Background: an optimization exercise with open tools, aiming at small area. Do not read the settings as production practice. In this exercise RTL edits were held to simulation tests only and were not proved equivalent to the original. No run shown here takes its clock network from TritonCTS; it comes from the design's own scripts or RTL. The clock input has no modelled driver; a real chip could not lean on it and would need a root buffer or a full tree. Power and IR drop assume default switching activity.

==> flow/design.v, too long to show whole: its modules and the start of the top module <==
// module sample_tick_gen: 26 lines
// module square_osc: 19 lines
// module walk_core: 1072 lines
// module walk_fa: 10 lines
// module walk_ha: 9 lines
// module walk_cfg_regs: 42 lines
// module dk_walk: 15 lines
// module walk_sound_top: 43 lines
module walk_sound_top (
    input  logic                                      clk,
    input  logic                                      rst_n,
    input  logic                                      reg_wr,
    input  logic [1:0]                                reg_addr,
    input  logic [15:0]                               reg_wdata,
    output logic [15:0]                               reg_rdata,
    output logic                                      sample_valid,
    output logic signed [walk_snd_pkg::sample_w-1:0] sample_out
);
  // ...
==> flow/flow/run.sh <==
#!/bin/bash
# The standard layout (the standard.sh, with its synthesis unchanged), with two
# changes: the port buffers are the smallest buffer cell, and the clock tree is a
# small balanced one built by flow/cts_tree.tcl (one root and 2^levels leaf buffers).
set -euo pipefail
export BUFFER_PORTS_ARGS="-buffer_cell sky130_fd_sc_hd__buf_1"
export PRE_CTS_TCL="$PWD/flow/cts_tree.tcl"
export MY_CTS_BUF=sky130_fd_sc_hd__clkbuf_8
export MY_CTS_ROOT=sky130_fd_sc_hd__clkbuf_8
export MY_CTS_LEVELS=3
bash standard.sh > standard.log 2>&1
==> flow/flow/cts_tree.tcl <==
# A small clock tree in place of TritonCTS: the clock port drives one root
# buffer, which drives one leaf buffer per group of registers; the groups are
# formed by splitting the registers by position (median cuts). Sourced by
# ORFS's cts.tcl as PRE_CTS_TCL; clock_tree_synthesis is then skipped.
set block [ord::get_db_block]
set buf_master [[ord::get_db] findMaster $::env(MY_CTS_BUF)]
set root_master [[ord::get_db] findMaster $::env(MY_CTS_ROOT)]
set clk_net [$block findNet clk]
set sinks {}
foreach it [$clk_net getITerms] {
  if { [$it isInputSignal] || [[$it getMTerm] getSigType] == "CLOCK" || [$it isInput] } {
    lappend sinks $it
  }
}
puts "my_cts: [llength $sinks] sinks"

proc it_xy { it } {
  set inst [$it getInst]
  set b [$inst getBBox]
  return [list [expr ([$b xMin] + [$b xMax]) / 2] [expr ([$b yMin] + [$b yMax]) / 2]]
}

# recursive median split into 2^levels groups
proc split_groups { items levels } {
  if { $levels == 0 || [llength $items] < 2 } { return [list $items] }
  set xs {}; set ys {}
  foreach it $items { lassign [it_xy $it] x y; lappend xs $x; lappend ys $y }
  set dx [expr [tcl::mathfunc::max {*}$xs] - [tcl::mathfunc::min {*}$xs]]
  set dy [expr [tcl::mathfunc::max {*}$ys] - [tcl::mathfunc::min {*}$ys]]
  set idx [expr { $dx >= $dy ? 0 : 1 }]
  set sorted [lsort -command [list cmp_xy $idx] $items]
  set h [expr [llength $sorted] / 2]
  return [concat [split_groups [lrange $sorted 0 [expr $h - 1]] [expr $levels - 1]] \
                 [split_groups [lrange $sorted $h end] [expr $levels - 1]]]
}
proc cmp_xy { idx a b } {
  set va [lindex [it_xy $a] $idx]; set vb [lindex [it_xy $b] $idx]
  if { $va < $vb } { return -1 } elseif { $va > $vb } { return 1 } else { return 0 }
}

set groups [split_groups $sinks $::env(MY_CTS_LEVELS)]
set root [odb::dbInst_create $block $root_master "myclk_root"]
set root_out [odb::dbNet_create $block "myclk_root_net"]
$root_out setSigType CLOCK
# root input on the clock port net, output to the leaves
foreach mt [$root_master getMTerms] {
  set it [$root findITerm [$mt getName]]
  if { [$mt getSigType] == "POWER" || [$mt getSigType] == "GROUND" } { continue }
  if { [$mt getIoType] == "INPUT" } { $it connect $clk_net } elseif { [$mt getIoType] == "OUTPUT" } { $it connect $root_out }
}
set n 0
set lx 0; set ly 0
foreach g $groups {
  set sx 0; set sy 0
  foreach it $g { lassign [it_xy $it] x y; set sx [expr $sx + $x]; set sy [expr $sy + $y] }
  set cx [expr $sx / [llength $g]]; set cy [expr $sy / [llength $g]]
  set leaf [odb::dbInst_create $block $buf_master "myclk_leaf_$n"]
  set net [odb::dbNet_create $block "myclk_leaf_net_$n"]
  $net setSigType CLOCK
  foreach mt [$buf_master getMTerms] {
    set it [$leaf findITerm [$mt getName]]
    if { [$mt getIoType] == "INPUT" && [$mt getSigType] != "POWER" && [$mt getSigType] != "GROUND" } { $it connect $root_out }
    if { [$mt getIoType] == "OUTPUT" } { $it connect $net }
  }
  foreach it $g { $it disconnect; $it connect $net }
  $leaf setLocation [expr int($cx)] [expr int($cy)]
  $leaf setPlacementStatus PLACED
  set lx [expr $lx + $cx]; set ly [expr $ly + $cy]
  puts "my_cts: leaf $n drives [llength $g] sinks at $cx $cy"
  incr n
}
$root setLocation [expr int($lx / $n)] [expr int($ly / $n)]
$root setPlacementStatus PLACED
$clk_net setSigType CLOCK

# clock_tree_synthesis would rebuild the tree: skip it
rename clock_tree_synthesis orig_clock_tree_synthesis
proc clock_tree_synthesis { args } {
  puts "my_cts: clock_tree_synthesis skipped"
  set_propagated_clock [all_clocks]
}
==> flow/standard.sh <==
#!/bin/bash
# synth_recipe.tcl (not shown) runs the flow's synth.tcl, then flattens the netlist and writes it again
# the make line also repeats each setting of config.mk as NAME=value (left out here)
make -C /OpenROAD-flow-scripts/flow DESIGN_CONFIG=/design/flow/config.mk WORK_HOME=/design/flow/orfs CLKGATE_MAP_FILE= SYNTH_SCRIPT=/design/flow/synth_recipe.tcl "${@:-finish}"
==> flow/config.mk <==
export PLATFORM = sky130hd
export DESIGN_NAME = walk_sound_top
export DESIGN_NICKNAME = walk_sound_top
export VERILOG_FILES = /design/flow/design.v
export SDC_FILE = /design/flow/constraint.sdc
export NUM_CORES = 4
export LEC_CHECK = 0
export CAP_MARGIN = 20
export CORE_MARGIN = 2
export CORE_UTILIZATION = 40
export SLEW_MARGIN = 20
export SYNTH_HIERARCHICAL = 1
export SYNTH_MINIMUM_KEEP_SIZE = 0
==> flow/constraint.sdc <==
create_clock -name core_clock -period 14.0 [get_ports {clk}]
set_input_delay 2.8000 -clock core_clock [delete_from_list [all_inputs] [get_ports {clk}]]
set_output_delay 2.8000 -clock core_clock [all_outputs]
set_load 0.01 [all_outputs]
==> reports/qor.txt, run 1 <==
status: no timing/DRC/antenna violations
VDD IR-drop max: 0.497 mV
final hold violations: 0
GRT overflow: 0
die height: 192 um
CP Class: flip-flop to flip-flop
cell family with most CP delay: adder cells
Crit path buffers/inverters: 1
DR WL/cell: 14.7 um
Synth area leader: fa_1
antenna viol nets, final: 0
Worst EP arrival: 13.91 ns
Seq cells: 120
Leakage: 6.45 nW
Clock Latency Late Sink: 0.42 ns
setup bufs post-CTS: 0
HPWL Detailed: 22,800 um
Clock power frac: 6.1%
synthesis warning total: 11
drt pass-1 iters: 5
max FFs per register: 15
Levels on crit path: 41
Final Critical Period: 13.60 ns
CP Launch Point: u_walk.u_core.gate_d[2]
worst-case reg-to-reg path depth: 41
asr flop ratio synth: 0%
number of primary I/O pins: 54
Antenna Cells: 1
hold_ws: 0.477 ns
FF/Latch Area: 2410 um^2
most common cell after layout, fill and taps aside: fa_1
clock-net power: 0.171 mW
synthesized instance count: 1,391
combinational family with the most area after synthesis: adder cells
==> run 2: changes to the inputs <==
--- a/flow/flow/run.sh
+++ b/flow/flow/run.sh
@@ -6,6 +6,6 @@
 export BUFFER_PORTS_ARGS="-buffer_cell sky130_fd_sc_hd__buf_1"
 export PRE_CTS_TCL="$PWD/flow/cts_tree.tcl"
-export MY_CTS_BUF=sky130_fd_sc_hd__clkbuf_8
+export MY_CTS_BUF=sky130_fd_sc_hd__clkbuf_16
 export MY_CTS_ROOT=sky130_fd_sc_hd__clkbuf_8
-export MY_CTS_LEVELS=3
+export MY_CTS_LEVELS=2
 bash standard.sh > standard.log 2>&1
==> reports/qor.txt, run 2 <==
Filler cells: 3,400 (was 3,399)
post-synthesis mux area share: 3.76% (unchanged)
max FFs per register: 15 (unchanged)
Worst EP arrival: 13.93 ns (was 13.91 ns)
synthesized flop and latch total: 120 (unchanged)
Switching Fraction: 48.0% (about the same)
drt pass-1 iters: 5 (unchanged)
most frequent cells in the layout: 234 x fa_1, 170 x inv_1, 130 x ha_1, 118 x dfxtp_1, 105 x nand2_1 (was 233 x fa_1, 170 x inv_1, 130 x ha_1, 118 x dfxtp_1, 105 x nand2_1)
biggest registers after layout: u_walk.u_core.lp_s (15), u_walk.u_core.hp_a (14) (unchanged)
HPWL Detailed: 22,800 um (unchanged)
combinational family with the most area after synthesis: adder cells (unchanged)
DRC violations left: 0 (unchanged)
crit-path max FO: 7 (unchanged)
setup bufs post-CTS: 0 (unchanged)
via count: 9,539 (was 9,569)
Slew Limit Fails: 0 (unchanged)
ratio of cells with drive above 1 in the final layout: 4.65% (was 4.99%)
Max Clk Rate: 0.0734 GHz (was 0.0735 GHz)
initial core utilization: 40.7% (unchanged)
VDD IR-drop max: 0.498 mV (was 0.497 mV)
routability cong.: 0.848 (unchanged)
Psw: 1.35 mW (was 1.36 mW)
Hold WC Path Type: flip-flop to flip-flop (unchanged)
top post-synthesis cells by area: fa_1 35%, dfxtp_1 17%, ha_1 12% (unchanged)
DR WL/cell: 14.7 um (about the same)
first-pass GRT wire length: 47,300 um (was 47,600 um)
Synth Cell Area: 14,100 um^2 (unchanged)
setup TNS: 0 ns (unchanged)
Crit path buffers/inverters: 1 (unchanged)
Critical Path Most Common Cell: fa_1 (unchanged)
WP data required: 14.30 ns (was 14.31 ns)
Core ar.: 34,500 um^2 (unchanged)
asr flop ratio synth: 0% (unchanged)
max incr delay on CP: 0.52 ns (about the same)
Int Pwr: 1.47 mW (about the same)
Detailed Route Iter0 Violations: 587 (was 563)
final hold violations: 0 (unchanged)
power per cell area: 191 nW/um^2 (about the same)
Rel. slew slack: 30.4% (was 30.8%)
hold path cells: 2 (unchanged)
number of primary I/O pins: 54 (unchanged)
most instantiated library cell after synthesis: fa_1 (unchanged)
Synth Area in Compound Gates: 8.68% (unchanged)
Area growth, synth to finish: 5.11% (was 5.20%)
Clock power frac: 5.9% (was 6.1%)
XOR/XNOR Fraction of Synth Area: 1.68% (unchanged)
multi-input logic area: 10,800 um^2 (about the same)
gr usage total: 15.4% (was 15.5%)
top cell type's share of synthesized area: 34.7% (unchanged)
sequential share of power: 17.4% (about the same)
number of global-route vias before repair: 9,597 (was 9,629)
CP startpoint kind: flip-flop (unchanged)
clk slew on worst S/H paths: 0.12 ns (was 0.11 ns)
Final setup viols: 0 (unchanged)
Final Critical Period: 13.63 ns (was 13.60 ns)
GRT overflow: 0 (unchanged)
largest net degree at the start of global routing: 108 (unchanged)
die height: 192 um (unchanged)
Main synth FF type: dfxtp_1 (unchanged)
max_cap viols: 0 (unchanged)
final instance area: 14,800 um^2 (about the same)
worst-case reg-to-reg path depth: 41 (unchanged)
Clock Latency Late Sink: 0.41 ns (was 0.42 ns)
via/cell ratio: 5.14 (was 5.15)
Levels on crit path: 41 (unchanged)
Synth area leader: fa_1 (unchanged)
fin nets: 1,796 (was 1,800)
simple-gate area share of the yosys netlist: 15.4% (unchanged)
register area share after synthesis: 17.1% (unchanged)
synthesis warning total: 11 (unchanged)
antenna viol nets, final: 0 (unchanged)
IO Port Bufs: 37 (unchanged)
Worst Setup End Kind: flip-flop (unchanged)
CP max-delay cell: fa_1 (unchanged)
cell family with most CP delay: adder cells (unchanged)
Leakage: 6.44 nW (was 6.45 nW)
Slew @ Worst Pin: 1.03 ns (about the same)
Die Width: 192 um (unchanged)
Largest Register: u_walk.u_core.lp_s (unchanged)
EDFF count, synth: 0 (unchanged)
DIE AREA: 36,700 um^2 (unchanged)
Distinct cells, synth: 74 (unchanged)
mean area per synthesized cell: 10.1 um^2 (unchanged)
Comb pwr share: 76.6% (was 76.5%)
FF/Latch Area: 2410 um^2 (unchanged)
clk_skew: 0.0174 ns (was 0.0120 ns)
Synth top cells by count: 244 x fa_1, 170 x inv_1, 130 x ha_1 (unchanged)
Final period util: 97.3% (was 97.2%)
Post-Route WL: 27,300 um (was 27,400 um)
most common cell after layout, fill and taps aside: fa_1 (unchanged)
synthesized instance count: 1,391 (unchanged)
Synth Area in Adders: 46.9% (unchanged)
Row Count: 68 (unchanged)
initial antenna violation count: 1 (unchanged)
CP Class: flip-flop to flip-flop (unchanged)
status: no timing/DRC/antenna violations (unchanged)
Placed Area: 14,600 um^2 (unchanged)
-- run 2: repair_timing --
action / in CTS / in global routing
resized for setup: 0 / 16
endpoints found under the setup margin: 0 / 3
hold endpoints to repair: 0 / 0
hold buffers: 0 / 0
-- run 2: logic make-up after synthesis --
| family | Yosys count |
|---|---|
| buffers and inverters | 222 |
| flip-flops | 120 |
| multiplexers | 46 |
| AO/OA/AOI/OAI | 181 |
| AND/OR/NAND/NOR | 412 |
| adder cells (fa/ha/maj) | 382 |
| XOR/XNOR | 27 |
| other | 1 |
-- run 2: worst paths after layout --
kind	start	end	slack [ns]
worst min register to register	u_tick.sample_cnt[2]	u_tick.sample_cnt[2]	0.48
worst max-delay path	u_walk.u_core.gate_d[2]	u_walk.u_core.lp_s[14]	0.37
worst min-delay path	u_tick.sample_cnt[2]	u_tick.sample_cnt[2]	0.48
worst max register to register	u_walk.u_core.gate_d[2]	u_walk.u_core.lp_s[14]	0.37
-- run 2: power by group through the flow --
stage / sequential [mW] / clock (mW) / combinational [mW]
global route: 0.505 / 0.186 / 2.55
CTS: 0.494 / 0.177 / 2.19
finish: 0.492 / 0.168 / 2.16
global placement: 0.502 / 0 / 2.11
floorplan: 0.469 / 0 / 1.69
detailed placement: 0.502 / 0 / 2.18
-- run 2: through the flow --
| step | std cells | worst slack, ns | hold WS (ns) | power (mW) | util (%) |
|---|---|---|---|---|---|
| after floorplan | 1398 | 0.345 | 0.440 | 2.16 | - |
| after global placement | 1849 | 0.214 | 0.448 | 2.61 | 42.3 |
| after detailed placement | 1849 | 0.0364 | 0.461 | 2.68 | 42.3 |
| after CTS | 1854 | 0.0267 | 0.483 | 2.86 | 42.6 |
| after global routing | 1855 | -0.0329 | 0.494 | 3.24 | 42.8 |
| final | 1855 | 0.372 | 0.482 | 2.82 | 42.8 |
-- run 2: tightest hold or removal path, delay by kind of cell, from the launching register on --
| family | cells | cell delay, ns |
|---|---|---|
| DFF | 1 | 0.34 |
| and+or+nand+nor | 1 | 0.05 |
| muxes | 1 | 0.05 |
-- run 2: area by class of cell --
class	count	area share (%)
multi-input combinational	1056	73.2
sequential	120	16.3
inverter	170	4.32
tap	455	3.85
timing repair buffer	48	1.52
buffer	5	0.770
antenna	1	0.0169
-- run 2: per-module statistics from Yosys, one instance, submodules excluded, excerpt --
module           flops+latches  cell area (um^2)  cells inside
walk_ha                      0              12.5             1
dk_walk                      0              12.5             1
walk_cfg_regs               13               686            81
sample_tick_gen             12               637            73
walk_sound_top               5               862            99
walk_fa                      0              20.0             1
square_osc                  13               616            66
-- run 2: routing by layer --
metal | wire length [um] | track usage [%]
met5 | 0 | 0
met2 | 13300 | 26.2
met4 | 338 | 1.48
met3 | 537 | 0.404
met1 | 13200 | 22.8

[what the ideal ports hide]
No port has a modelled driver above. Below, the same layouts with a new extraction and two added sets of constraints.
Step 1: set_driving_cell puts a clkbuf_16 on clk and a buf_2 on each other input, an assumption about the parent block.
Step 2 adds t to the input delays and takes it off the output delays; t is the mean of the earliest and latest rising clock arrival at the registers after step 1. Input paths then give back, and output paths get back, about the clock's delay inside the block.
Three values: ideal, step 1, step 2; two values: the first two.
run	t, ns	slack for setup (ns)	hold WS [ns]	worst setup path after step 2	worst register clock-pin slew, ns
run 1	0.455	0.398 / 0.398 / 0.398	0.477 / 0.477 / 0.477	register to register	0.11 / 0.11
run 2	0.443	0.372 / 0.372 / 0.372	0.482 / 0.482 / 0.482	register to register	0.12 / 0.12
After both steps every run listed still meets setup and hold.
